Source: an optimization exercise on an open RTL-to-GDS flow (aim: small area, a short achievable clock period and few clock cycles). Production flows keep margins and buffers that such runs may drop. In this exercise RTL edits were held to simulation tests only and were not proved equivalent to the original. Power is estimated from default activity; no workload was simulated.

===== flow/design.v =====
`default_nettype none
package alu_pkg;
  localparam int word_w = 64;
  localparam int iter_w = 7;
  localparam logic [iter_w-1:0] iter_last = iter_w'(word_w - 1);
  typedef logic [word_w-1:0]   word_t;
  typedef logic [2*word_w-1:0] dword_t;
  typedef logic [4:0]          alu_op_t;
  localparam int op_count = 26;
  localparam alu_op_t op_inc    = 5'd0;
  localparam alu_op_t op_dec    = 5'd1;
  localparam alu_op_t op_mul    = 5'd2;
  localparam alu_op_t op_msw    = 5'd3;
  localparam alu_op_t op_div    = 5'd4;
  localparam alu_op_t op_rem    = 5'd5;
  localparam alu_op_t op_add    = 5'd6;
  localparam alu_op_t op_sub    = 5'd7;
  localparam alu_op_t op_and    = 5'd8;
  localparam alu_op_t op_or     = 5'd9;
  localparam alu_op_t op_xor    = 5'd10;
  localparam alu_op_t op_not    = 5'd11;
  localparam alu_op_t op_neg    = 5'd12;
  localparam alu_op_t op_lshl   = 5'd13;
  localparam alu_op_t op_lshr   = 5'd14;
  localparam alu_op_t op_ashl   = 5'd15;
  localparam alu_op_t op_ashr   = 5'd16;
  localparam alu_op_t op_zeros  = 5'd17;
  localparam alu_op_t op_ones   = 5'd18;
  localparam alu_op_t op_pass_r = 5'd19;
  localparam alu_op_t op_pass_s = 5'd20;
  localparam alu_op_t op_nand   = 5'd21;
  localparam alu_op_t op_nor    = 5'd22;
  localparam alu_op_t op_xnor   = 5'd23;
  localparam alu_op_t op_ror    = 5'd24;
  localparam alu_op_t op_rol    = 5'd25;
  typedef enum logic [1:0] {ctrl_idle, ctrl_busy, ctrl_done} ctrl_state_e;
  typedef enum logic [1:0] {md_idle, md_run, md_fix} md_state_e;
endpackage
`default_nettype wire
`timescale 1ns/1ps
`default_nettype none
module alu_logic_unit (
  input  wire alu_pkg::alu_op_t op,
  input  wire alu_pkg::word_t   r,
  input  wire alu_pkg::word_t   s,
  output alu_pkg::word_t        y,
  output logic                  c,
  output logic                  v
);
  localparam int msb = alu_pkg::word_w - 1;
  logic [3:0]     tbl;
  logic           shl, shr, lo_in, hi_in, ashl;
  alu_pkg::word_t x;
  always_comb begin
    tbl   = 4'b1010;    
    shl   = 1'b0;
    shr   = 1'b0;
    ashl  = 1'b0;
    lo_in = 1'b0;
    hi_in = 1'b0;
    c     = 1'b0;
    v     = 1'b0;
    case (op)
      alu_pkg::op_and:    tbl = 4'b1000;
      alu_pkg::op_or:     tbl = 4'b1110;
      alu_pkg::op_xor:    tbl = 4'b0110;
      alu_pkg::op_not:    tbl = 4'b0101;
      alu_pkg::op_nand:   tbl = 4'b0111;
      alu_pkg::op_nor:    tbl = 4'b0001;
      alu_pkg::op_xnor:   tbl = 4'b1001;
      alu_pkg::op_zeros:  tbl = 4'b0000;
      alu_pkg::op_ones:   tbl = 4'b1111;
      alu_pkg::op_pass_r, alu_pkg::op_inc, alu_pkg::op_dec, alu_pkg::op_mul,
      alu_pkg::op_msw, alu_pkg::op_div, alu_pkg::op_rem, alu_pkg::op_add,
      alu_pkg::op_sub, alu_pkg::op_neg: tbl = 4'b1100;
      alu_pkg::op_lshl: begin shl = 1'b1; c = s[msb]; end
      alu_pkg::op_rol:  begin shl = 1'b1; c = s[msb]; lo_in = s[msb]; end
      alu_pkg::op_ashl: begin
        shl  = 1'b1;
        ashl = 1'b1;
        c    = s[msb-1];
        v    = s[msb] ^ s[msb-1];
      end
      alu_pkg::op_lshr: begin shr = 1'b1; c = s[0]; end
      alu_pkg::op_ashr: begin shr = 1'b1; c = s[0]; hi_in = s[msb]; end
      alu_pkg::op_ror:  begin shr = 1'b1; c = s[0]; hi_in = s[0]; end
      default: ;
    endcase
  end
  always_comb begin
    if (shl)      x = {s[msb-1:0], lo_in};
    else if (shr) x = {hi_in, s[msb:1]};
    else          x = s;
    if (ashl) x[msb] = s[msb];
    for (int i = 0; i <= msb; i++) y[i] = tbl[{r[i], x[i]}];
  end
endmodule
module bk_add #(parameter int W = 66) (
  input  wire logic [W-1:0] a,
  input  wire logic [W-1:0] b,
  input  wire logic         ci,
  output logic      [W-1:0] sum
);
  logic [W:0] g, p;
  always_comb begin
    g = {a & b, ci};
    p = {a ^ b, 1'b0};
    for (int l = 0; (1 << l) < W + 1; l++) begin
      for (int i = (2 << l) - 1; i < W + 1; i += (2 << l)) begin
        g[i] = g[i] | (p[i] & g[i - (1 << l)]);
        p[i] = p[i] & p[i - (1 << l)];
      end
    end
    for (int l = 6; l >= 0; l--) begin
      for (int i = (3 << l) - 1; i < W + 1; i += (2 << l)) begin
        g[i] = g[i] | (p[i] & g[i - (1 << l)]);
        p[i] = p[i] & p[i - (1 << l)];
      end
    end
  end
  assign sum = a ^ b ^ g[W-1:0];
endmodule
module lt_cmp #(parameter int W = 64) (
  input  wire logic [W-1:0] a,
  input  wire logic [W-1:0] b,
  output logic              lt
);
  logic [W-1:0] g, p;
  always_comb begin
    g = a & ~b;
    p = a | ~b;
    for (int l = 0; (1 << l) < W; l++) begin
      for (int i = (2 << l) - 1; i < W; i += (2 << l)) begin
        g[i] = g[i] | (p[i] & g[i - (1 << l)]);
        p[i] = p[i] & p[i - (1 << l)];
      end
    end
    lt = ~(g[W-1] | p[W-1]);
  end
endmodule
`default_nettype wire
`timescale 1ns/1ps
`default_nettype none
module alu64 (
  input  wire logic             clk,
  input  wire logic             rst_n,
  input  wire logic             req,
  input  wire alu_pkg::alu_op_t op,
  input  wire alu_pkg::word_t   r,
  input  wire alu_pkg::word_t   s,
  output logic                  ack,
  output alu_pkg::word_t        y,
  output logic                  c,
  output logic                  n,
  output logic                  z,
  output logic                  v
);
  localparam int msb = alu_pkg::word_w - 1;
  localparam int S_IDLE = 0, S_EXEC = 1, S_ABS = 2, S_MUL = 3, S_DIV = 4, S_DFIX = 5,
                 S_DONE = 6;
  logic [6:0]           st;
  alu_pkg::alu_op_t     op_q;
  alu_pkg::word_t       opnd;    
  alu_pkg::word_t       hi;      
  logic [6:0]           cnt;     
  logic                 qneg;    
  logic                 zr;      
  logic                 dz;      
  logic                 st_n, st_z, st_dz;
  logic                 k_aen, k_ahi, k_ashl;  
  logic                 k_ainv;
  logic                 k_one, k_two, k_neg, k_sgn, k_cin;
  logic                 k_mskip;           
  logic in_mul, in_div, in_md, in_msw, in_rem, in_arith;
  logic r_zero, s_zero;
  assign in_mul   = (op == alu_pkg::op_mul);
  assign in_div   = (op == alu_pkg::op_div);
  assign in_md    = in_mul | in_div;
  assign in_msw   = (op == alu_pkg::op_msw);
  assign in_rem   = (op == alu_pkg::op_rem);
  assign in_arith = (op == alu_pkg::op_inc) || (op == alu_pkg::op_dec) ||
                    (op == alu_pkg::op_add) || (op == alu_pkg::op_sub) ||
                    (op == alu_pkg::op_neg);
  assign r_zero   = (r == '0);
  assign s_zero   = (s == '0);
  alu_pkg::word_t lu_y;
  logic           lu_c, lu_v;
  alu_logic_unit u_logic (
    .op (op), .r (r), .s (s), .y (lu_y), .c (lu_c), .v (lu_v)
  );
  logic [65:0]          a66, b66, pp66, sum66;
  alu_pkg::word_t       ay;
  logic                 cout;
  assign ay = (({64{k_aen}} & y) | ({64{k_ahi}} & hi) |
               ({64{k_ashl}} & {hi[msb-1:0], y[msb]})) ^ {64{k_ainv}};
  assign a66 = {{2{k_ahi & hi[msb]}}, ay};
  always_comb begin
    if (k_two)      pp66 = {opnd[msb], opnd, 1'b0};
    else if (k_one) pp66 = {{2{k_sgn & opnd[msb]}}, opnd};
    else            pp66 = '0;
  end
  assign b66 = pp66 ^ {66{k_neg}};
  bk_add #(.W(66)) u_add (.a (a66), .b (b66), .ci (k_cin), .sum (sum66));
  assign cout = sum66[64] ^ k_neg;
  logic [63:0] zp, zt;
  logic        ar_z;
  assign zp   = ay ^ b66[63:0];
  assign zt   = ay | b66[63:0];
  assign ar_z = (zp == {zt[62:0], k_cin});
  alu_pkg::word_t       ar;
  logic                 ar_c, ar_v;
  always_comb begin
    ar   = sum66[msb:0];
    ar_c = 1'b0;
    ar_v = 1'b0;
    case (op_q)
      alu_pkg::op_inc: begin
        ar_c = cout;
        ar_v = ~opnd[msb] & ar[msb];
      end
      alu_pkg::op_dec: begin
        ar_c = ~cout;
        ar_v = opnd[msb] & ~ar[msb];
      end
      alu_pkg::op_add: begin
        ar_c = cout;
        ar_v = (y[msb] == opnd[msb]) & (ar[msb] != y[msb]);
      end
      alu_pkg::op_sub: begin
        ar_c = ~cout;
        ar_v = (y[msb] != opnd[msb]) & (ar[msb] != y[msb]);
      end
      default: ar_v = opnd[msb] & ar[msb];    
    endcase
  end
  logic div_skip, div_lt8, last;
  lt_cmp #(.W(64)) u_cmp (.a ({hi[msb-8:0], y[msb:msb-7]}), .b (opnd), .lt (div_lt8));
  assign div_skip = (cnt >= 7'd8) && (hi[msb-1:msb-7] == '0) && div_lt8;
  always_comb begin
    if (st[S_MUL]) last = k_mskip ? (cnt == 7'd8) : (cnt == 7'd2);
    else           last = div_skip ? (cnt == 7'd8) : (cnt == 7'd1);
  end
  logic [8:0] nwin;
  logic [6:0] ncnt;
  logic       nskip;
  function automatic logic [2:0] booth(input logic [2:0] b);
    booth = {b[1] ^ b[0], (b == 3'b011) || (b == 3'b100), b[2] & ~(b[1] & b[0])};
  endfunction
  always_ff @(posedge clk) begin
    k_aen   <= 1'b0;
    k_ahi   <= 1'b0;
    k_ashl  <= 1'b1;
    k_ainv  <= 1'b0;
    k_one   <= 1'b1;
    k_two   <= 1'b0;
    k_neg   <= 1'b1;
    k_sgn   <= 1'b0;
    k_cin   <= 1'b1;
    k_mskip <= 1'b0;
    if (st[S_IDLE]) begin
      op_q <= op;
      opnd <= s;
      cnt  <= 7'd64;
      qneg <= r[msb] ^ s[msb];
      zr   <= in_div ? r_zero : (r_zero | s_zero);
      dz   <= s_zero;
      if (in_mul) begin
        k_ahi                   <= 1'b1;
        k_ashl                  <= 1'b0;
        k_sgn                   <= 1'b1;
        {k_one, k_two, k_neg}   <= booth({r[1:0], 1'b0});
        k_cin                   <= r[1];
        k_mskip                 <= (r[7:0] == 8'h00);
      end else if (!in_div || r[msb] || s[msb] || s_zero) begin
        k_ashl  <= 1'b0;
        k_aen   <= (op == alu_pkg::op_add) || (op == alu_pkg::op_sub) || in_div;
        k_ainv  <= (op == alu_pkg::op_dec) || (in_div && r[msb]);
        k_one   <= !in_div;
        k_neg   <= (op == alu_pkg::op_sub) || (op == alu_pkg::op_neg);
        k_cin   <= (op == alu_pkg::op_sub) || (op == alu_pkg::op_neg) ||
                   (op == alu_pkg::op_inc) || (in_div && r[msb]);
      end
    end
    if (st[S_EXEC]) begin
      if (op_q == alu_pkg::op_div && !dz) begin
        if (opnd[msb]) begin
          k_ashl  <= 1'b0;
          k_cin   <= 1'b1;
        end
      end
    end
    if (st[S_ABS]) opnd <= sum66[msb:0];
    if (st[S_MUL]) begin
      cnt <= k_mskip ? cnt - 7'd8 : cnt - 7'd2;
      k_ahi                    <= 1'b1;
      k_ashl                   <= 1'b0;
      k_sgn                    <= 1'b1;
      {k_one, k_two, k_neg}    <= booth(nwin[2:0]);
      k_cin                    <= nwin[2] & ~(nwin[1] & nwin[0]);
      k_mskip                  <= nskip;
    end
    if (st[S_DIV]) begin
      cnt <= div_skip ? cnt - 7'd8 : cnt - 7'd1;
      if (last) begin
        k_ashl  <= 1'b0;
        k_aen   <= 1'b1;
        k_ainv  <= 1'b1;
        k_one   <= 1'b0;
        k_neg   <= 1'b0;
      end
    end
    y            <= y_idle_st ? y_idle : y_busy;
    {c, n, z, v} <= y_idle_st ? f_idle : f_busy;
  end
  alu_pkg::word_t y_idle, y_busy;
  logic [3:0]     f_idle, f_busy;
  logic           y_idle_st;
  assign y_idle_st = st[S_IDLE];
  always_comb begin
    if (in_msw || (in_rem && !st_dz)) begin
      y_idle = hi;
      f_idle = {1'b0, st_n, st_z, 1'b0};
    end else if (in_rem) begin
      y_idle = '0;
      f_idle = 4'b0001;
    end else begin
      y_idle = lu_y;
      f_idle = {lu_c, lu_y[msb], lu_y == '0, lu_v};
    end
    y_busy = y;
    f_busy = {c, n, z, v};
    if (st[S_EXEC]) begin
      if (op_q != alu_pkg::op_div) begin
        y_busy = ar;
        f_busy = {ar_c, ar[msb], ar_z, ar_v};
      end else if (dz) begin
        y_busy = '0;
        f_busy = 4'b0001;
      end else begin
        y_busy = sum66[msb:0];
      end
    end
    if (st[S_MUL]) begin
      if (k_mskip) begin
        y_busy = {hi[7:0], y[msb:8]};
        f_busy = {1'b0, hi[msb], zr, 1'b0};
      end else begin
        y_busy = {sum66[1:0], y[msb:2]};
        f_busy = {1'b0, sum66[65], zr, 1'b0};
      end
    end
    if (st[S_DIV]) begin
      if (div_skip) begin
        y_busy = {y[msb-8:0], 8'h00};
        f_busy = {1'b0, y[msb-8], zr, 1'b0};
      end else begin
        y_busy = {y[msb-1:0], ~sum66[65]};
        f_busy = {1'b0, y[msb-1], zr, 1'b0};
      end
    end
    if (st[S_DFIX]) begin
      y_busy = sum66[msb:0];
      f_busy = {1'b0, sum66[msb], zr, 1'b0};
    end
  end
  always_comb begin
    if (k_mskip) begin
      nwin = y[15:7];
      ncnt = cnt - 7'd8;
    end else begin
      nwin = y[9:1];
      ncnt = cnt - 7'd2;
    end
    nskip = (ncnt >= 7'd8) && (nwin == '0 || nwin == '1);
  end
  always_ff @(posedge clk) begin
    if (!rst_n) begin
      st    <= 7'b1 << S_IDLE;
      ack   <= 1'b0;
      hi    <= '0;
      st_n  <= 1'b0;
      st_z  <= 1'b0;
      st_dz <= 1'b0;
    end else begin
      if (st[S_IDLE] && req) begin
        st <= '0;
        if (in_md) hi <= '0;
        if (in_mul) begin
          st[S_MUL] <= 1'b1;
        end else if (in_div) begin
          if (r[msb] || s[msb] || s_zero) st[S_EXEC] <= 1'b1;
          else                            st[S_DIV]  <= 1'b1;
        end else if (in_arith) begin
          st[S_EXEC] <= 1'b1;
        end else begin
          ack       <= 1'b1;
          st[S_DONE] <= 1'b1;
        end
      end
      if (st[S_EXEC]) begin
        st <= '0;
        if (op_q != alu_pkg::op_div) begin
          ack        <= 1'b1;
          st[S_DONE] <= 1'b1;
        end else if (dz) begin
          st_n       <= 1'b0;
          st_z       <= 1'b1;
          st_dz      <= 1'b1;
          ack        <= 1'b1;
          st[S_DONE] <= 1'b1;
        end else if (opnd[msb]) begin
          st[S_ABS] <= 1'b1;
        end else begin
          st[S_DIV] <= 1'b1;
        end
      end
      if (st[S_ABS]) st <= 7'b1 << S_DIV;
      if (st[S_MUL]) begin
        hi <= k_mskip ? {{8{hi[msb]}}, hi[msb:8]} : sum66[65:2];
        if (last) begin
          st_n  <= k_mskip ? hi[msb] : sum66[65];
          st_z  <= zr;
          st_dz <= 1'b0;
          ack   <= 1'b1;
          st    <= 7'b1 << S_DONE;
        end
      end
      if (st[S_DIV]) begin
        if (div_skip)        hi <= {hi[msb-8:0], y[msb:msb-7]};
        else if (sum66[65])  hi <= {hi[msb-1:0], y[msb]};
        else                 hi <= sum66[msb:0];
        if (last) begin
          if (qneg) begin
            st <= 7'b1 << S_DFIX;
          end else begin
            st_n  <= div_skip ? y[msb-8] : y[msb-1];
            st_z  <= zr;
            st_dz <= 1'b0;
            ack   <= 1'b1;
            st    <= 7'b1 << S_DONE;
          end
        end
      end
      if (st[S_DFIX]) begin
        st_n  <= sum66[msb];
        st_z  <= zr;
        st_dz <= 1'b0;
        ack   <= 1'b1;
        st    <= 7'b1 << S_DONE;
      end
      if (st[S_DONE] && !req) begin
        ack <= 1'b0;
        st  <= 7'b1 << S_IDLE;
      end
    end
  end
endmodule
`default_nettype wire

===== flow/config.mk =====
export PLATFORM = sky130hd
export DESIGN_NAME = alu64
export DESIGN_NICKNAME = alu64
export VERILOG_FILES = /design/flow/design.v
export SDC_FILE = /design/flow/constraint.sdc
export NUM_CORES = 4
export LEC_CHECK = 0
export CAP_MARGIN = 20
export CORE_MARGIN = 2
export CORE_UTILIZATION = 40
export SETUP_SLACK_MARGIN = 5
export SLEW_MARGIN = 20

===== flow/run.sh =====
#!/bin/bash
# synth_recipe.tcl (not shown) runs the flow's synth.tcl, then flattens the netlist and writes it again
# the make line also repeats each setting of config.mk as NAME=value (left out here)
make -C /OpenROAD-flow-scripts/flow DESIGN_CONFIG=/design/flow/config.mk WORK_HOME=/design/flow/orfs CLKGATE_MAP_FILE= SYNTH_SCRIPT=/design/flow/synth_recipe.tcl finish

===== flow/constraint.sdc =====
create_clock -name core_clock -period 10.0 [get_ports {clk}]
set_input_delay 2.0000 -clock core_clock [delete_from_list [all_inputs] [get_ports {clk}]]
set_output_delay 2.0000 -clock core_clock [all_outputs]
set_load 0.01 [all_outputs]

==> results of run 1 <==
-- metrics by stage --
stage | hold WS [ps] | worst slack (ps) | util (%) | power, mW
global route | 587 | 4920 | 47.4 | 4.89
global placement | 538 | 3120 | 44.0 | 3.39
CTS | 546 | 5000 | 46.5 | 4.60
detailed placement | 537 | 3070 | 44.0 | 3.39
floorplan | 467 | 5000 | - | 2.51
finish | 544 | 4970 | 47.4 | 4.79
-- layer usage --
| metal | vias up | share of wire [%] |
|---|---|---|
| li1 | 12200 | - |
| met1 | 14200 | 37 |
| met2 | 2740 | 39 |
| met3 | 592 | 16 |
| met4 | 4 | 8.0 |
| met5 | - | 0.020 |
-- cells in the mapped netlist, types with 13 or more instances --
cell	n	area, sq um
nand2_1	294	1100
inv_1	262	983
clkbuf_1	228	856
a21oi_1	216	1080
nor2_1	198	743
xnor2_1	185	1620
edfxtp_1	147	4410
ha_1	138	1730
mux2i_1	119	1190
mux2_2	101	1140
o21ai_0	94	470
a222oi_1	93	931
a221oi_1	92	806
dfxtp_1	84	1680
a31oi_1	83	519
a22oi_1	70	526
mux4_2	63	1420
nor4_1	61	382
o21a_1	57	428
nor3_1	54	270
xor2_1	39	342
buf_2	38	190
o221a_2	37	417
and3_1	34	213
nand3_1	34	170
fa_1	33	661
buf_1	30	113
nand4_1	30	188
nand2b_1	29	181
nor2b_1	23	144
a21o_1	22	165
o22ai_1	22	138
a221o_1	19	190
o31ai_1	15	113
a211o_1	14	123
o211ai_1	13	97.6
-- cells by family (layout without fill, tap and decap cells) --
family          after synthesis  count (layout)  synth area share (%)
fa+ha+maj                   177             177                  9.05
mux                         283             283                  13.9
buf+inv                     563             622                  8.08
other cells                   0               4                     0
xor+xnor                    224             224                  7.26
simple gates                808             810                  14.0
compound gates              940             943                  25.2
flops                       231             231                  22.6
-- path summary, 6_finish.rpt --
| path | from | end | slack (ps) |
|---|---|---|---|
| hold / removal | ack | ack | 540 |
| hold reg to reg | ack | ack | 540 |
| setup reg to reg | k_two | hi[59] | 4970 |
| setup / recovery | k_two | hi[59] | 4970 |
-- report_power, final --
group	leakage [nW]	switching, mW	internal, mW
Clock	0.496	0.512	0.682
Combinational	9.38	1.32	0.880
Sequential	2.17	0.259	1.13
Total	12.0	2.10	2.69
-- worst min-delay path, stage by stage (launching register included) --
cell and delay [ps]:
dfxtp_1 310, nor2_1 100, a31oi_1 80
-- flip-flops by register name, indices dropped and copies added (netlist names), 5 cells and up --
| signal | cells |
|---|---|
| opnd | 64 |
| st | 7 |
| y | 64 |
| op_q | 5 |
| cnt | 7 |
| hi | 64 |
-- repair_timing --
item | CTS | global route
cloned | 11 | 1
resized for setup | 71 | 68
hold buffers | 0 | 0
setup endpoints to repair | 169 | 83
buffers inserted | 17 | 28
pin swaps | 11 | 35
-- layout make-up --
cell class,count,area [sq um]
clock inverter,23,274
inverter,262,983
multi-input combinational,2437,19300
fill,6628,35300
tap,873,1090
timing repair buffer,304,3170
antenna,4,10.0
clock buffer,33,762
sequential,231,6130
==> out/results.ini, run 1 <==
[status]
status=complete, no violations

[layout]
final_layout_size_suffix_gt1_share_pct=14.5
final_cells=4167
final_common_cell=nand2_1
nNetsFinal=3573
final_cell_mix=nand2_1, inv_1, a21oi_1
area_growth_pct=17.5
postLayoutCellArea_sq_mm=0.0318

[setup_path]
end_kind=register
cp.depth=23
worstRegToRegCells=23
crit_type=register to register
path_cells=buf_12 -> nor2b_4 -> buf_12 -> buf_12 -> a22oi_1 -> xnor2_1 -> ha_2 -> a21o_1 -> a21o_1 -> a2111o_1 -> o211a_4 -> o21ai_4 -> buf_6 -> nand2_4 -> a21boi_4 -> o21a_4 -> o211ai_1 -> o211ai_1 -> fa_2 -> a21oi_1 -> a311oi_2 -> o211ai_1 -> o2111a_1
crit_slowest_cell=fa_2
crit_required_ps=10570
worstPathMaxFanout=7
cpLargestDelayFamily=compound AO/OA/AOI/OAI gates
cp.arrival_ps=5600
cpPeakStageDelay_ps=550
path_buf_inv=4
crit_path_start_kind=register

[synthesis]
synth.net_count=3533
yosys_warnings=4
synthArstFlopShare_pct=0
ys_ff_latch=231
synth_cell_types=77
synthesis.area_sq_mm=0.0270
synth_edf_count=147
synth_flop_cell=edfxtp_1
seq_area_frac_synth_pct=22.6
avgSynthCellArea_sq_um=8.38
synthCells=3226

[global_routing]
antenna_found_initial=10
grt_usage_pct=38.8
grt_overflow_total=0
grt_use_met3_pct=13.9
grt_use_met1_pct=50.2
busiest_layer=met2
first_global_vias=27900
grt_start_max_net_pins=81
grt_use_met2_pct=54.9
grt_pass1_wl_mm=200

[route]
viasPerCell=7.13
vias=29700
drt_iter0_markers=5540
drt_pass1_iterations=9
drt_wl_total_mm=142
drcViolationCount=0
ant_nets=0
wl_per_cell_microns=34.2

[timing]
fmax_ghz=0.199
hold_viol=0
setup_viol_count_final=0
drv_slew=0
period_minus_slack_ps=5030
relSlewSlack_pct=23.3
fin_tns_setup_ps=0
worstMarginPinSlew_ps=1120
fin_crit_sh_pct=50.3
rsz0062_at_grt=yes
clock-skew-final_ps=29.1

[floorplanning]
die_h_microns=264
coreArea_sq_mm=0.0670
die_w_microns=264
boundaryPins=205
start_util_pct=40.3
row_count=95
dieArea_sq_mm=0.0697

[clocking]
clkSlewWorstSetupHoldPaths_ps=60
clkSinkCount=231
cts_inserted_buffers=30
ctsHtreeMaxLevel=1
ctsRootBufferMaster=clkbuf_16
clk_path_buf_depth=3
cts_tree=yes
clkLatencyLatePin_ps=630

[placement]
dp_cells=4050
port-buffer-count=204
place_area_sq_mm=0.0295
post-dp-hpwl_mm=98.2
gp_congestion=1.02

[pwr]
leakagePower_nw=12.0
p_per_area_mw_per_mm2=151
peakVddDrop_mv=0.164

[job]
drv_cap=0

[min_path]
hold_class=register to register
hold_depth=2

Testbench counts, summed over its fixed seeds: cycles 21,966.
==> run 2, diff against run 1 <==
==> flow/flow/run.sh (new file) <==
#!/bin/bash
# The standard ORFS layout (standard.sh), with one change: the port buffers
# are sky130_fd_sc_hd__buf_1 instead of the cell buffer_ports picks by default.
# make's output goes to standard.log; ORFS keeps each step's log under orfs/logs.
set -euo pipefail
echo "export BUFFER_PORTS_ARGS = -buffer_cell sky130_fd_sc_hd__buf_1" >> config.mk
bash standard.sh > standard.log 2>&1
==> flow/standard.sh (new file) <==
#!/bin/bash
# synth_recipe.tcl (not shown) runs the flow's synth.tcl, then flattens the netlist and writes it again
# the make line also repeats each setting of config.mk as NAME=value (left out here)
make -C /OpenROAD-flow-scripts/flow DESIGN_CONFIG=/design/flow/config.mk WORK_HOME=/design/flow/orfs CLKGATE_MAP_FILE= SYNTH_SCRIPT=/design/flow/synth_recipe.tcl "${@:-finish}"
--- a/flow/config.mk
+++ b/flow/config.mk
@@ -8,5 +8,7 @@
 export CAP_MARGIN = 20
 export CORE_MARGIN = 2
 export CORE_UTILIZATION = 40
+export CTS_BUF_LIST = sky130_fd_sc_hd__clkbuf_4
 export SETUP_SLACK_MARGIN = 5
 export SLEW_MARGIN = 20
+export BUFFER_PORTS_ARGS = -buffer_cell sky130_fd_sc_hd__buf_1
removed: flow/run.sh
==> run 2 against run 1 <==
Against the previous run: still clean; total power is 6.2% lower; routed wire length is 4.5% lower; synthesized cell count stayed put; critical path depth is 5 lower; sequential power hardly changed; register-to-register slack better by 130 ps; critical path type unchanged; critical endpoint is now y[62]; largest cell class unchanged.
==> out/results.ini, run 2 <==
[route]
viasPerCell=7.02  ; -1.5%
drt_iter0_markers=5642  ; +1.8%
drcViolationCount=0  ; unchanged
drt_pass1_iterations=10  ; +1
wl_per_cell_microns=32.2  ; -5.7%
vias=29600  ; -0.25%
drt_wl_total_mm=136  ; -4.5%
ant_nets=0  ; unchanged

[layout]
final_common_cell=nand2_1
top_regs=hi: 64 flops, opnd: 64 flops, y: 64 flops
nNetsFinal=3593  ; +0.56%
area_growth_pct=10.9
final_layout_size_suffix_gt1_share_pct=14.9  ; +0.47 points
final_cells=4222  ; +1.3%
fillers=6877  ; +3.8%
final_cell_mix=nand2_1, inv_1, a21oi_1

[floorplanning]
coreArea_sq_mm=0.0670  ; unchanged
dieArea_sq_mm=0.0697  ; unchanged
die_h_microns=264  ; unchanged
boundaryPins=205  ; unchanged
die_w_microns=264  ; unchanged
start_util_pct=40.3  ; unchanged
row_count=95  ; unchanged

[setup_path]
crit_path_start_kind=register
worstPathMaxFanout=6  ; -1
rr_startpoint=y[8]
crit_type=register to register
end_kind=register
cp.arrival_ps=5420  ; -180 ps
path_cells=a222oi_1 -> xnor2_1 -> ha_1 -> a211oi_2 -> o22ai_1 -> a2111o_1 -> o211a_1 -> o21ai_4 -> nand2_2 -> a21boi_2 -> o21a_2 -> o211ai_1 -> o211ai_1 -> fa_2 -> xnor2_4 -> a221oi_1 -> o21a_1 -> a31oi_1
crit_required_ps=10520  ; -50 ps
worstRegToRegCells=18  ; -22%
cp_common_cell=o211ai_1
r2r_setup_slack_ps=5100  ; +130 ps
crit_slowest_cell=edfxtp_1
rr_endpoint=y[62]
cpPeakStageDelay_ps=620  ; +70 ps

[timing]
clock-skew-final_ps=83.4  ; +54.3 ps
relSlewSlack_pct=23.0  ; -0.28 points
fin_crit_sh_pct=49.0  ; -1.3 points
fin_tns_setup_ps=0  ; unchanged
period_minus_slack_ps=4900  ; -130 ps
fmax_ghz=0.204  ; +2.6%
worstMarginPinSlew_ps=1160  ; +33.2 ps
hold_viol=0  ; unchanged
drv_slew=0  ; unchanged
setup_viol_count_final=0  ; unchanged
rsz0062_at_grt=yes

[clocking]
cts_inserted_buffers=70  ; +130%
postCtsHoldBufs=0  ; unchanged
cts_tree=yes
ctsRootBufferMaster=clkbuf_4
clkLatencyLatePin_ps=890  ; +260 ps
ctsHtreeMaxLevel=3  ; +2
clk_path_buf_depth=3  ; unchanged
clkSlewWorstSetupHoldPaths_ps=70  ; about the same
clkSinkCount=231  ; unchanged

[global_routing]
grt_usage_pct=37.3  ; -1.5 points
first_global_vias=27200  ; -2.5%
grt_overflow_total=0  ; unchanged
grt_start_max_net_pins=101  ; +25%
grt_pass1_wl_mm=192  ; -4.0%
antenna_found_initial=7  ; -3

[placement]
dp_cells=4050  ; unchanged
port-buffer-count=204  ; unchanged
post-dp-hpwl_mm=95.4  ; -2.9%
gp_congestion=1.00  ; -1.5%

[synthesis]
synthesis.area_sq_mm=0.0270  ; unchanged
avgSynthCellArea_sq_um=8.38  ; unchanged
synthCells=3226  ; unchanged
synth_flop_cell=edfxtp_1
yosys_warnings=4  ; unchanged
synth_common_cells=nand2_1, inv_1, clkbuf_1
synthTopCellsByArea=edfxtp_1, ha_1, dfxtp_1
yosysTopAreaCell=edfxtp_1
seq_area_frac_synth_pct=22.6  ; unchanged
synth.net_count=3533  ; unchanged
synth_most_common_cell=nand2_1
synth_cell_types=77  ; unchanged
yosysTopAreaCellShare_pct=16.3  ; unchanged
ys_ff_latch=231  ; unchanged
synth_edf_count=147  ; unchanged
synthArstFlopShare_pct=0  ; unchanged

[pwr]
peakVddDrop_mv=0.0714  ; -57%
leakagePower_nw=11.4  ; -5.6%
p_per_area_mw_per_mm2=150  ; -0.60%

[job]
drv_cap=0  ; unchanged

[min_path]
hold_class=register to register
whs_endpoint=st_dz
hold_depth=1  ; -1
hp-start=st_dz

[status]
status=complete, no violations

run 2: cell count changes in the layout (fill, tap and decap cells not counted), moves of 8 or more:
cell	previous run	this run
clkbuf_16	30	2
clkdlybuf4s50_1	198	0
buf_4	68	60
buf_1	0	199
clkbuf_4	1	109
run 2: layout make-up:
cell class	count	area [sq um]	share of cell area, %
Sequential cell	231	6130	20.5
Clock inverter	18	130	0.434
Multi-Input combinational cell	2436	19200	64.0
Timing Repair Buffer	285	1610	5.37
Tap cell	873	1090	3.64
Inverter	262	983	3.28
Antenna cell	9	22.5	0.0752
Clock buffer	108	811	2.71
run 2: logic make-up (layout without fill, tap and decap cells):
| family | Yosys count | count (layout) | synth area share (%) |
|---|---|---|---|
| adder cells (fa/ha/maj) | 177 | 177 | 9.05 |
| buffers and inverters | 563 | 673 | 8.08 |
| AND/OR/NAND/NOR | 808 | 810 | 14.0 |
| multiplexers | 283 | 283 | 13.9 |
| flip-flops | 231 | 231 | 22.6 |
| AO/OA/AOI/OAI | 940 | 942 | 25.2 |
| other | 0 | 9 | 0 |
| XOR/XNOR | 224 | 224 | 7.26 |
run 2: worst max-delay path, delay by kind of cell (launching register included):
family          cells  cell delay (ps)
compound gates     13             2850
xor+xnor            2              320
fa+ha+maj           2              660
flops               1              620
simple gates        1              130
run 2: what timing repair did:
action	in CTS	in global routing
gates cloned	4	3
setup buffers	16	14
endpoints found under the setup margin	134	78
resized for setup	41	48
pin swaps	5	16
run 2: power by group:
group          internal (mW)  switching [mW]  leakage (nW)
combinational          0.769            1.30          8.64
clock                  0.542           0.502         0.557
sequential              1.13           0.248          2.17
run 2: worst max-delay path by stage:
stage | startpoint | end | slack [ps]
3_5_place_dp | op[4] | z | 3400
4_1_cts | k_two | y[62] | 4950
5_1_grt | k_aen | hi[48] | 4900
3_3_place_gp | op[4] | z | 3420
2_1_floorplan | op[2] | z | 5000
6_report | y[8] | y[62] | 5100
run 2: through the flow:
step / util (%) / power, mW / area, sq um / hold WS [ps] / setup slack [ps]
after global routing: 44.7 / 4.62 / 30000 / 585 / 4900
after CTS: 44.0 / 4.33 / 29500 / 548 / 4950
after floorplan: - / 2.51 / 27100 / 467 / 5000
final: 44.7 / 4.49 / 30000 / 557 / 5100
after global placement: 42.1 / 3.26 / 28200 / 526 / 3420
after detailed placement: 42.1 / 3.27 / 28200 / 527 / 3400
run 2: metal layers:
layer	track usage [%]	routed length (microns)
met4	20.3	9040
met1	48.4	50100
met3	13.6	21200
met2	53.5	55600
met5	0	55
==> run 3, diff against run 2 <==
--- a/flow/design.v
+++ b/flow/design.v
@@ -309,8 +309,15 @@
         k_neg   <= 1'b0;
       end
     end
-    y            <= y_idle_st ? y_idle : y_busy;
-    {c, n, z, v} <= y_idle_st ? f_idle : f_busy;
+  end
+  always_ff @(posedge clk) begin
+    if (!rst_n) begin
+      y            <= '0;
+      {c, n, z, v} <= '0;
+    end else begin
+      y            <= y_idle_st ? y_idle : y_busy;
+      {c, n, z, v} <= y_idle_st ? f_idle : f_busy;
+    end
   end
   alu_pkg::word_t y_idle, y_busy;
   logic [3:0]     f_idle, f_busy;
==> run 3 against run 2 <==
Against the previous run: still clean; routed wire length increased by 13%; utilization rose by 1.0 points; clock-buffer cell count increased by 1; synthesized cell count rose by 3.7%; critical path depth increased by 2; flip-flop and latch count unchanged; sequential power decreased by 9%; cell count increased by 3.2%; register-to-register slack got worse by 98 ps; largest cell class unchanged; largest power group unchanged.
==> out/results.ini, run 3 <==
[synthesis]
yosysTopAreaCellShare_pct=11.4  ; -4.9 points
synth_cell_types=89  ; +16%
synth_common_cells=nand2_1, inv_1, clkbuf_1
yosysTopAreaCell=dfxtp_1
synthesis.area_sq_mm=0.0266  ; -1.4%
synthCells=3345  ; +3.7%
yosys_warnings=4  ; unchanged
synth_most_common_cell=nand2_1
avgSynthCellArea_sq_um=7.97  ; -4.9%
synth.net_count=3652  ; +3.4%
synth_flop_cell=dfxtp_1
synthTopCellsByArea=dfxtp_1, edfxtp_1, ha_1
ys_ff_latch=231  ; unchanged
synthArstFlopShare_pct=0  ; unchanged
synth_edf_count=79  ; -46%
seq_area_frac_synth_pct=20.3  ; -2.2 points

[floorplanning]
start_util_pct=40.5  ; +0.13 points
coreArea_sq_mm=0.0659  ; -1.8%
dieArea_sq_mm=0.0687  ; -1.4%
die_w_microns=262  ; -0.70%
boundaryPins=205  ; unchanged
row_count=94  ; -1.1%
die_h_microns=262  ; -0.70%

[clocking]
clk_path_buf_depth=3  ; unchanged
cts_tree=yes
cts_inserted_buffers=73  ; +4.3%
clkSlewWorstSetupHoldPaths_ps=80  ; about the same
ctsHtreeMaxLevel=3  ; unchanged
ctsRootBufferMaster=clkbuf_4
clkSinkCount=231  ; unchanged
clkLatencyLatePin_ps=920  ; +30 ps
postCtsHoldBufs=0  ; unchanged

[pwr]
peakVddDrop_mv=0.0836  ; +17%
power.total_mw=4.48  ; -0.19%
leakagePower_nw=10.7  ; -5.9%
p_per_area_mw_per_mm2=149  ; -0.65%
switching_share_pct=47.7  ; +2.1 points
intPower_mw=2.34  ; -4.0%
pwr-share-comb_pct=47.8  ; +1.8 points
p_clk_share_pct=24.1  ; +0.8 points
p_switching_mw=2.14  ; +4.3%
seqPwrFrac_pct=28.1  ; -2.6 points

[placement]
port-buffer-count=204  ; unchanged
dp_cells=4161  ; +2.7%
gp_congestion=1.06  ; +5.8%
post-dp-hpwl_mm=109  ; +15%

[global_routing]
grt_overflow_total=0  ; unchanged
grt_pass1_wl_mm=214  ; +11%
grt_usage_pct=43.6  ; +6.3 points
grt_start_max_net_pins=77  ; -24%
antenna_found_initial=15  ; +8
first_global_vias=28300  ; +4.1%

[route]
drt_wl_total_mm=154  ; +13%
wl_per_cell_microns=35.4  ; +9.8%
vias=31200  ; +5.4%
viasPerCell=7.17  ; +2.1%
drt_iter0_markers=6350  ; +13%
ant_nets=0  ; unchanged
drt_pass1_iterations=12  ; +2
drcViolationCount=0  ; unchanged

[timing]
hold_viol=0  ; unchanged
fmax_ghz=0.200  ; -2.0%
rsz0062_at_grt=yes
drv_slew=0  ; unchanged
clock-skew-final_ps=93.0  ; +9.54 ps
fin_crit_sh_pct=50.0  ; +0.98 points
fin_tns_setup_ps=0  ; unchanged
period_minus_slack_ps=5000  ; +98.0 ps
relSlewSlack_pct=28.6  ; +5.6 points
holdWs_ps=503  ; -53.7 ps
worstMarginPinSlew_ps=1070  ; -86.9 ps
setup_viol_count_final=0  ; unchanged

[setup_path]
worstRegToRegCells=20  ; +2
crit_path_start_kind=register
crit_required_ps=10740  ; +220 ps
crit_type=register to register
cp.arrival_ps=5740  ; +320 ps
end_kind=register
worstPathMaxFanout=8  ; +2

[layout]
top_regs=hi: 64 flops, opnd: 64 flops, y: 64 flops
area_growth_pct=13.0
final_cell_mix=nand2_1, inv_1, o21ai_0
utilization_pct=45.7  ; +1.0 points
final_common_cell=nand2_1
nNetsFinal=3737  ; +4.0%
final_cells=4358  ; +3.2%
final_layout_size_suffix_gt1_share_pct=14.3  ; -0.62 points

[status]
status=complete, no violations

[min_path]
hold_class=register to register
hold_depth=2  ; +1

[job]
drv_cap=0  ; unchanged

## run 3: cell types whose count changed in the layout (fill, tap and decap cells not counted), moves of 43 or more
cell / delta
buf_4: +54
edfxtp_1: -68
o22ai_1: +68
o21ai_0: +129
o21a_1: -43
dfxtp_1: +61
## run 3: kinds of logic (layout without fill, tap and decap cells)
family / Yosys count / count (layout) / synth area share, %
xor+xnor: 228 / 228 / 7.49
compound gates: 1098 / 1098 / 28.5
mux: 249 / 249 / 12.5
buf+inv: 602 / 741 / 8.75
flops: 231 / 231 / 20.3
other cells: 0 / 9 / 0
fa+ha+maj: 175 / 175 / 9.11
simple gates: 762 / 763 / 13.4
## run 3: what timing repair did
action,CTS,global route
pin swaps,11,53
resized for setup,58,71
buffers inserted,19,31
endpoints found under the hold margin,0,0
endpoints found under the setup margin,173,104
cloned,6,2
## run 3: power groups by stage
stage	Combinational [mW]	Clock, mW	Sequential, mW
final	2.14	1.08	1.26
after global routing	2.21	1.12	1.25
after CTS	1.96	1.07	1.24
after global placement	1.90	0	1.26
after detailed placement	1.90	0	1.26
after floorplan	1.18	0	1.17
## run 3: layout make-up
cell class / instances / area [sq um]
clock inverters: 21 / 145
well taps: 864 / 1080
inverters: 270 / 1020
flip-flops and latches: 231 / 5460
repair buffers: 341 / 2120
diodes: 9 / 22.5
fillers: 6789 / 35800
multi-input cells: 2513 / 19400
clock buffers: 109 / 818
## run 3: routing by layer
metal | global-route usage [%] | vias up | routed length (microns)
li1 | - | 12700 | -
met1 | 54.1 | 14800 | 54200
met2 | 60.7 | 3005 | 61000
met3 | 19.2 | 729 | 26100
met4 | 28.5 | 18 | 12700
met5 | 0 | - | 124
## run 3: worst paths after layout
| check | endpoint | startpoint | slack, ps |
|---|---|---|---|
| worst min register to register | st_z | st_z | 500 |
| worst max-delay path | hi[52] | k_aen | 5000 |
| worst max register to register | hi[52] | k_aen | 5000 |
| worst min-delay path | st_z | st_z | 500 |
## run 3: through the flow
step | instance area [sq um] | worst slack (ps)
detailed placement | 27900 | 3210
CTS | 29500 | 4990
floorplan | 26600 | 5010
global route | 30100 | 4880
global placement | 27900 | 3250
finish | 30100 | 5000
## run 3: critical path: stages, from the launching register on
cell and delay, ps:
dfxtp_4 420, buf_16 180, a222oi_1 410, xnor2_1 230
ha_1 360, o211a_1 190, a211oi_2 90, o31a_1 340
o21ba_4 240, o31ai_4 270, buf_12 170, a21oi_2 70
nor2b_2 200, a31o_2 190, a21oi_2 80, o21ba_2 240
fa_2 430, xor2_4 200, o21ai_0 100, a221oi_1 280
o22ai_1 110
Testbench counts of run 3, summed over its fixed seeds: cycles 21,966.
==> run 4, diff against run 3 <==
--- a/flow/design.v
+++ b/flow/design.v
@@ -273,12 +273,12 @@
         k_mskip                 <= (r[7:0] == 8'h00);
       end else if (!in_div || r[msb] || s[msb] || s_zero) begin
         k_ashl  <= 1'b0;
-        k_aen   <= (op == alu_pkg::op_add) || (op == alu_pkg::op_sub) || in_div;
+        k_aen   <= (op == alu_pkg::op_add) || (op == alu_pkg::op_sub) || (in_div && r[msb]);
         k_ainv  <= (op == alu_pkg::op_dec) || (in_div && r[msb]);
-        k_one   <= !in_div;
-        k_neg   <= (op == alu_pkg::op_sub) || (op == alu_pkg::op_neg);
+        k_one   <= !in_div || !r[msb];
+        k_neg   <= (op == alu_pkg::op_sub) || (op == alu_pkg::op_neg) || (in_div && !r[msb]);
         k_cin   <= (op == alu_pkg::op_sub) || (op == alu_pkg::op_neg) ||
-                   (op == alu_pkg::op_inc) || (in_div && r[msb]);
+                   (op == alu_pkg::op_inc) || in_div;
       end
     end
     if (st[S_EXEC]) begin
@@ -309,15 +309,8 @@
         k_neg   <= 1'b0;
       end
     end
-  end
-  always_ff @(posedge clk) begin
-    if (!rst_n) begin
-      y            <= '0;
-      {c, n, z, v} <= '0;
-    end else begin
-      y            <= y_idle_st ? y_idle : y_busy;
-      {c, n, z, v} <= y_idle_st ? f_idle : f_busy;
-    end
+    y            <= y_idle_st ? y_idle : y_busy;
+    {c, n, z, v} <= y_idle_st ? f_idle : f_busy;
   end
   alu_pkg::word_t y_idle, y_busy;
   logic [3:0]     f_idle, f_busy;
@@ -395,8 +388,9 @@
         if (in_mul) begin
           st[S_MUL] <= 1'b1;
         end else if (in_div) begin
-          if (r[msb] || s[msb] || s_zero) st[S_EXEC] <= 1'b1;
-          else                            st[S_DIV]  <= 1'b1;
+          if (r[msb] || s_zero) st[S_EXEC] <= 1'b1;
+          else if (s[msb])      st[S_ABS]  <= 1'b1;
+          else                  st[S_DIV]  <= 1'b1;
         end else if (in_arith) begin
           st[S_EXEC] <= 1'b1;
         end else begin
==> run 4 against run 3 <==
Against the previous run: still clean on timing, DRC and antenna; die area up 4.2%; cell count is 2.8% higher; cell area grew 3.0%.
==> out/results.ini, run 4 <==
[synthesis]
synth.net_count=3707  ; +1.5%
synthArstFlopShare_pct=0  ; unchanged
seq_area_frac_synth_pct=21.9  ; +1.6 points
synth_most_common_cell=nand2_1
yosysTopAreaCellShare_pct=15.9  ; +4.5 points
synth_edf_count=147  ; +86%
yosys_warnings=4  ; unchanged
synth_common_cells=nand2_1, inv_1, clkbuf_1
synthesis.area_sq_mm=0.0278  ; +4.2%
ys_ff_latch=231  ; unchanged
avgSynthCellArea_sq_um=8.17  ; +2.5%
synthCells=3401  ; +1.7%
synth_cell_types=91  ; +2.2%
synth_flop_cell=edfxtp_1
synthTopCellsByArea=edfxtp_1, ha_1, dfxtp_1
yosysTopAreaCell=edfxtp_1

[clocking]
clkSinkCount=231  ; unchanged
cts_inserted_buffers=73  ; unchanged
clkLatencyLatePin_ps=930  ; about the same
clkSlewWorstSetupHoldPaths_ps=70  ; about the same
ctsHtreeMaxLevel=3  ; unchanged
ctsRootBufferMaster=clkbuf_4
cts_tree=yes
clk_path_buf_depth=3  ; unchanged
postCtsHoldBufs=0  ; unchanged

[status]
status=complete, no violations

[layout]
nNetsFinal=3788  ; +1.4%
final_layout_size_suffix_gt1_share_pct=13.4  ; -0.91 points
top_regs=hi: 64 flops, opnd: 64 flops, y: 64 flops
seq_area_sq_mm=0.00614  ; +12%
area_growth_pct=11.7
multi_input_area_sq_mm=0.0197  ; +1.5%
final_cell_mix=nand2_1, inv_1, o21ai_0
postLayoutCellArea_sq_mm=0.0310  ; +3.0%
final_common_cell=nand2_1
fillers=7042  ; +3.7%

[timing]
fin_tns_setup_ps=0  ; unchanged
worstMarginPinSlew_ps=1270  ; +198 ps
rsz0062_at_grt=yes
period_minus_slack_ps=5060  ; +61.2 ps
fmax_ghz=0.198  ; -1.2%
hold_viol=0  ; unchanged
drv_slew=0  ; unchanged
clock-skew-final_ps=76.5  ; -16.4 ps
relSlewSlack_pct=14.8  ; -14 points
setup_viol_count_final=0  ; unchanged
fin_crit_sh_pct=50.6  ; +0.61 points

[pwr]
p_switching_mw=2.30  ; +7.6%
switching_share_pct=47.7  ; about the same
intPower_mw=2.52  ; +7.7%
seqPwrFrac_pct=29.7  ; +1.6 points
peakVddDrop_mv=0.0687  ; -18%
leakagePower_nw=11.6  ; +8.7%
pwr-share-comb_pct=47.5  ; -0.3 points
p_clk_share_pct=22.8  ; -1.3 points
p_per_area_mw_per_mm2=156  ; +4.5%

[global_routing]
grt_pass1_wl_mm=210  ; -2.0%
first_global_vias=29100  ; +2.8%
grt_usage_pct=40.6  ; -3.0 points
grt_overflow_total=0  ; unchanged
grt_start_max_net_pins=104  ; +35%
antenna_found_initial=16  ; +1

[floorplanning]
coreArea_sq_mm=0.0687  ; +4.3%
die_w_microns=268  ; +2.1%
boundaryPins=205  ; unchanged
row_count=96  ; +2.1%
start_util_pct=40.4  ; about the same
dieArea_sq_mm=0.0716  ; +4.2%
die_h_microns=268  ; +2.1%

[route]
ant_nets=0  ; unchanged
drt_iter0_markers=6009  ; -5.4%
viasPerCell=7.10  ; -0.96%
drcViolationCount=0  ; unchanged
wl_per_cell_microns=33.7  ; -4.7%
vias=31800  ; +1.8%
drt_wl_total_mm=151  ; -2.0%
drt_pass1_iterations=10  ; -2

[placement]
place_area_sq_mm=0.0290  ; +3.8%
gp_congestion=1.05  ; -0.75%
post-dp-hpwl_mm=104  ; -4.4%
port-buffer-count=204  ; unchanged

[setup_path]
crit_type=register to register
worstPathMaxFanout=29  ; +21
cp.arrival_ps=5700  ; -40 ps
worstRegToRegCells=11  ; -45%
crit_required_ps=10640  ; -100 ps
end_kind=register
crit_path_start_kind=register

[min_path]
hold_class=register to register
hold_depth=2  ; unchanged

[job]
drv_cap=0  ; unchanged

-- run 4: layer usage --
layer	vias to the layer above	track usage, %	share of wire, %
met3	803	17.1	17
met2	3145	55.6	39
met5	-	0	0.054
met4	8	27.6	8.3
li1	12900	-	-
met1	14900	51.2	35
-- run 4: final timing paths --
| path | slack (ps) | endpoint | startpoint |
|---|---|---|---|
| hold reg to reg | 560 | st_dz | st_dz |
| setup / recovery | 4940 | y[31] | hi[39] |
| hold / removal | 560 | st_dz | st_dz |
| setup reg to reg | 4940 | y[31] | hi[39] |
-- run 4: critical path, cell delays in order (launching register included) --
cell	delay [ps]
dfxtp_1	830
nand2b_1	220
o221ai_1	210
a2111oi_4	660
nand4_1	350
o211a_1	370
nand3_2	400
buf_4	540
nor3_4	50
buf_4	310
a221oi_1	670
o21ai_0	180
-- run 4: kinds of logic after synthesis --
family	count (synthesis)	synth area share, %
DFF	231	21.9
buffers and inverters	603	8.63
adders and majority gates	174	8.69
xor gates and xnor gates	221	6.97
muxes	244	11.7
AOI/OAI and AO/OA	1110	28.0
and+or+nand+nor	818	14.1
-- run 4: metrics by stage --
| step | total power, mW | setup WS, ps | utilization (%) | instances | hold slack [ps] |
|---|---|---|---|---|---|
| floorplan | 2.59 | 5090 | - | 3401 | 469 |
| global placement | 3.46 | 3850 | 42.1 | 4273 | 520 |
| detailed placement | 3.46 | 3890 | 42.1 | 4273 | 511 |
| CTS | 4.57 | 4990 | 44.2 | 4428 | 541 |
| global route | 4.92 | 4980 | 45.1 | 4476 | 582 |
| finish | 4.83 | 4940 | 45.2 | 4479 | 557 |
-- run 4: area by class of cell --
cell class	instances	area share (%)
repair buffers	324	6.17
inverters	282	3.41
clock buffers	116	2.81
clock inverters	19	0.399
well taps	931	3.76
diodes	6	0.0484
multi-input cells	2570	63.6
flip-flops and latches	231	19.8
-- run 4: power groups by stage --
stage | logic [mW] | registers, mW | clock network, mW
after CTS | 2.07 | 1.42 | 1.08
after global placement | 2.01 | 1.45 | 0
after floorplan | 1.31 | 1.28 | 0
after detailed placement | 2.01 | 1.45 | 0
final | 2.29 | 1.43 | 1.10
after global routing | 2.37 | 1.42 | 1.13
-- run 4: repair_timing --
action	4_1_cts	5_1_grt
resized for setup	39	68
endpoints found under the setup margin	143	77
pin swaps	6	52
buffers inserted	17	43
cloned	3	1
Testbench counts of run 4, summed over its fixed seeds: cycles 21,864.
==> run 5, diff against run 4 <==
--- a/flow/design.v
+++ b/flow/design.v
@@ -234,11 +234,11 @@
     endcase
   end
   logic div_skip, div_lt8, last;
-  lt_cmp #(.W(64)) u_cmp (.a ({hi[msb-8:0], y[msb:msb-7]}), .b (opnd), .lt (div_lt8));
-  assign div_skip = (cnt >= 7'd8) && (hi[msb-1:msb-7] == '0) && div_lt8;
+  lt_cmp #(.W(64)) u_cmp (.a ({hi[msb-16:0], y[msb:msb-15]}), .b (opnd), .lt (div_lt8));
+  assign div_skip = (cnt >= 7'd16) && (hi[msb-1:msb-15] == '0) && div_lt8;
   always_comb begin
     if (st[S_MUL]) last = k_mskip ? (cnt == 7'd8) : (cnt == 7'd2);
-    else           last = div_skip ? (cnt == 7'd8) : (cnt == 7'd1);
+    else           last = div_skip ? (cnt == 7'd16) : (cnt == 7'd1);
   end
   logic [8:0] nwin;
   logic [6:0] ncnt;
@@ -300,7 +300,7 @@
       k_mskip                  <= nskip;
     end
     if (st[S_DIV]) begin
-      cnt <= div_skip ? cnt - 7'd8 : cnt - 7'd1;
+      cnt <= div_skip ? cnt - 7'd16 : cnt - 7'd1;
       if (last) begin
         k_ashl  <= 1'b0;
         k_aen   <= 1'b1;
@@ -351,8 +351,8 @@
     end
     if (st[S_DIV]) begin
       if (div_skip) begin
-        y_busy = {y[msb-8:0], 8'h00};
-        f_busy = {1'b0, y[msb-8], zr, 1'b0};
+        y_busy = {y[msb-16:0], 16'h0000};
+        f_busy = {1'b0, y[msb-16], zr, 1'b0};
       end else begin
         y_busy = {y[msb-1:0], ~sum66[65]};
         f_busy = {1'b0, y[msb-1], zr, 1'b0};
@@ -427,14 +427,14 @@
         end
       end
       if (st[S_DIV]) begin
-        if (div_skip)        hi <= {hi[msb-8:0], y[msb:msb-7]};
+        if (div_skip)        hi <= {hi[msb-16:0], y[msb:msb-15]};
         else if (sum66[65])  hi <= {hi[msb-1:0], y[msb]};
         else                 hi <= sum66[msb:0];
         if (last) begin
           if (qneg) begin
             st <= 7'b1 << S_DFIX;
           end else begin
-            st_n  <= div_skip ? y[msb-8] : y[msb-1];
+            st_n  <= div_skip ? y[msb-16] : y[msb-1];
             st_z  <= zr;
             st_dz <= 1'b0;
             ack   <= 1'b1;
==> run 5 against run 4 <==
Against the previous run: still clean on timing, DRC and antenna; total power grew 1.4%; sequential share of layout area grew 0.33 points; die area shrank 1.0%; synthesized cell count shrank 1.6%; non-clock buffer count shrank 2; global-route usage grew 0.16 points; cell count shrank 2.6%; cell area shrank 1.6%; combinational power grew 6%; register-to-register slack lost 50 ps; via count shrank 2.3%; clock skew shrank 1.6 ps; critical endpoint is now v.
==> out/results.ini, run 5 <==
[status]
status=complete, no violations

[synthesis]
synthArstFlopShare_pct=0  ; unchanged
synth_cell_types=98  ; +7.7%
seq_area_frac_synth_pct=22.2  ; +0.23 points
avgSynthCellArea_sq_um=8.22  ; +0.60%
synth_common_cells=a21oi_1, inv_1, nand2_1
synth_most_common_cell=a21oi_1
synthCells=3345  ; -1.6%
yosysTopAreaCell=edfxtp_1
synth.net_count=3654  ; -1.4%
yosysTopAreaCellShare_pct=16.1  ; +0.17 points
synth_flop_cell=edfxtp_1
synthesis.area_sq_mm=0.0275  ; -1.1%
synth_edf_count=147  ; unchanged
synthTopCellsByArea=edfxtp_1, ha_1, dfxtp_1
ys_ff_latch=231  ; unchanged
yosys_warnings=4  ; unchanged

[floorplanning]
die_w_microns=266  ; -0.52%
row_count=96  ; unchanged
dieArea_sq_mm=0.0708  ; -1.0%
start_util_pct=40.2  ; -0.22 points
coreArea_sq_mm=0.0683  ; -0.52%
boundaryPins=205  ; unchanged
die_h_microns=266  ; -0.52%

[layout]
top_regs=hi: 64 flops, opnd: 64 flops, y: 64 flops
final_layout_size_suffix_gt1_share_pct=13.5  ; +0.10 points
postLayoutCellArea_sq_mm=0.0305  ; -1.6%
area_growth_pct=11.0
utilization_pct=44.6  ; -0.51 points
final_cell_mix=a21oi_1, inv_1, nand2_1
nNetsFinal=3726  ; -1.6%
final_common_cell=a21oi_1

[min_path]
hold_class=register to register

[timing]
period_minus_slack_ps=5120  ; +53.0 ps
setup_viol_count_final=0  ; unchanged
fin_crit_sh_pct=51.2  ; +0.53 points
drv_slew=0  ; unchanged
relSlewSlack_pct=17.2  ; +2.4 points
rsz0062_at_grt=yes
fmax_ghz=0.195  ; -1.0%
clock-skew-final_ps=74.9  ; -1.64 ps
hold_viol=0  ; unchanged
fin_tns_setup_ps=0  ; unchanged
worstMarginPinSlew_ps=1240  ; -24.4 ps
fin_ws_ps=4880  ; -53.0 ps

[setup_path]
crit_end=v
worstRegToRegCells=20  ; +9
crit_required_ps=10510  ; -130 ps
cp-startpoint=hi[9]
cp.arrival_ps=5620  ; -80 ps
worstPathMaxFanout=8  ; -72%
end_kind=register
crit_type=register to register
rr_endpoint=v
r2r_setup_slack_ps=4880  ; -50 ps
crit_path_start_kind=register
rr_startpoint=hi[9]

[placement]
place_area_sq_mm=0.0286  ; -1.2%
place_ws_ps=3560  ; -331 ps
port-buffer-count=204  ; unchanged
gp_congestion=1.05  ; -0.52%
post-dp-hpwl_mm=108  ; +3.8%

[pwr]
seqPwrFrac_pct=29.9  ; +0.2 points
p_switching_mw=2.39  ; +4.0%
p_per_area_mw_per_mm2=160  ; +3.1%
leakagePower_nw=11.5  ; -1.2%
intPower_mw=2.50  ; -0.99%
peakVddDrop_mv=0.0870  ; +26%
pwr-share-comb_pct=49.7  ; +2.2 points
switching_share_pct=48.9  ; +1.2 points
p_clk_share_pct=20.5  ; -2.3 points

[clocking]
clk_path_buf_depth=3  ; unchanged
cts_tree=yes
cts_inserted_buffers=69  ; -5.5%
postCtsHoldBufs=0  ; unchanged
ctsRootBufferMaster=clkbuf_4
clkSlewWorstSetupHoldPaths_ps=70  ; about the same
clkSinkCount=231  ; unchanged
clkLatencyLatePin_ps=830  ; -100 ps
ctsHtreeMaxLevel=3  ; unchanged

[global_routing]
first_global_vias=28100  ; -3.3%
grt_pass1_wl_mm=207  ; -1.0%
grt_start_max_net_pins=83  ; -20%
antenna_found_initial=9  ; -7
grt_usage_pct=40.7  ; +0.16 points
grt_overflow_total=0  ; unchanged

[route]
ant_nets=0  ; unchanged
wl_per_cell_microns=34.3  ; +1.6%
drcViolationCount=0  ; unchanged
viasPerCell=7.13  ; +0.39%
vias=31100  ; -2.3%
drt_iter0_markers=5988  ; -0.35%
drt_wl_total_mm=149  ; -1.0%
drt_pass1_iterations=14  ; +4

[job]
drv_cap=0  ; unchanged

run 5: area by class of cell:
cell class                      count  area [sq um]
Tap cell                          882          1100
Clock buffer                      101           758
Fill cell                        6866         37800
Multi-Input combinational cell   2522         19500
Timing Repair Buffer              322          1810
Antenna cell                        8          20.0
Inverter                          271          1020
Clock inverter                     24           146
Sequential cell                   231          6140
run 5: power by group through the flow:
stage	registers [mW]	logic, mW	clock network [mW]
global route	1.43	2.50	1.04
finish	1.46	2.43	1.00
floorplan	1.28	1.32	0
CTS	1.43	2.19	0.987
global placement	1.46	2.11	0
detailed placement	1.46	2.11	0
run 5: cell families after synthesis:
logic type,Yosys count,share of synthesized area (%)
AOI/OAI and AO/OA,1182,29.1
and+or+nand+nor,722,12.9
buffers and inverters,594,8.65
muxes,237,11.8
DFF,231,22.2
xor gates and xnor gates,203,6.47
adders and majority gates,176,8.89
run 5: timing repair:
item,in CTS,in global routing
endpoints found under the hold margin,0,0
cloned,2,0
gates resized for setup,49,59
endpoints found under the setup margin,152,92
pin swaps,18,37
buffers inserted,28,26
run 5: worst min-delay path by stage:
stage,startpoint,endpoint,slack (ps),cells past startpoint
2_1_floorplan,st_dz,st_dz,470,1
3_3_place_gp,ack,ack,510,2
3_5_place_dp,st_dz,st_dz,520,1
4_1_cts,ack,ack,520,2
5_1_grt,st_dz,st_dz,580,1
6_report,ack,ack,520,2
run 5: metal layers:
metal	up-vias	track usage [%]	wire [microns]
met5	-	2.22	223
met4	12	29.7	14600
met3	764	17.4	25000
met2	3106	55.7	57600
met1	14500	50.4	52000
li1	12700	-	-
run 5: worst max-delay path, cell delays in order, from the launching register on:
cell and delay [ps]:
dfxtp_1 840, a222oi_1 300, xnor2_1 340, ha_1 380
nand4_1 160, nor2_1 60, a211o_1 280, a211o_1 320
a31oi_4 250, o21ai_2 90, inv_2 100, o21ai_4 70
a21boi_2 200, o21ai_2 110, fa_2 630, buf_12 120
nand3b_1 100, nand2_1 60, a32oi_1 170, o32a_1 170
o22ai_1 60
run 5: metrics by stage:
stage	power (mW)	instances	hold WS (ps)
after floorplan	2.60	3345	467
after global placement	3.57	4169	507
final	4.89	4361	523
after CTS	4.60	4324	523
after detailed placement	3.57	4169	515
after global routing	4.96	4355	577
Testbench counts of run 5, summed over its fixed seeds: cycles 21,631.

-- afterwards: timing with drivers on the ports --
In the flow no input, the clock included, has a driving cell. The finished layouts below were timed again as built, in two steps.
Step 1 (the two cells are an assumption about what drives the block):
set clk [get_ports {clk}]
set_driving_cell -lib_cell sky130_fd_sc_hd__clkbuf_16 $clk
set_driving_cell -lib_cell sky130_fd_sc_hd__buf_2 [delete_from_list [all_inputs] $clk]
Step 2 times the ports against the registers' clock, not the clock port: input delays grow and output delays shrink by t, the midpoint of the rising clock arrivals with the driver on.
a / b / c = ideal ports / drivers / drivers and shift; a / b = the first two.
run	t, ns	slack for setup (ns)	latest minus earliest clock arrival (ns)	worst register clock-pin slew, ns	cell pins on the clock port's net
run 1	0.673	4.966 / 4.966 / 4.425	0.029 / 0.029	0.07 / 0.07	1
run 2	0.900	5.096 / 5.096 / 4.285	0.083 / 0.084	0.09 / 0.09	1
run 3	0.927	4.998 / 4.998 / 4.214	0.093 / 0.093	0.08 / 0.08	1
run 4	0.944	4.937 / 4.937 / 4.395	0.076 / 0.077	0.08 / 0.08	1
run 5	0.860	4.884 / 4.884 / 4.367	0.075 / 0.074	0.08 / 0.08	1
After both steps every run listed still meets setup and hold. For run 2, which loses most, drivers alone change the setup slack by 0.000 ns; drivers and shift together by -0.811 ns.
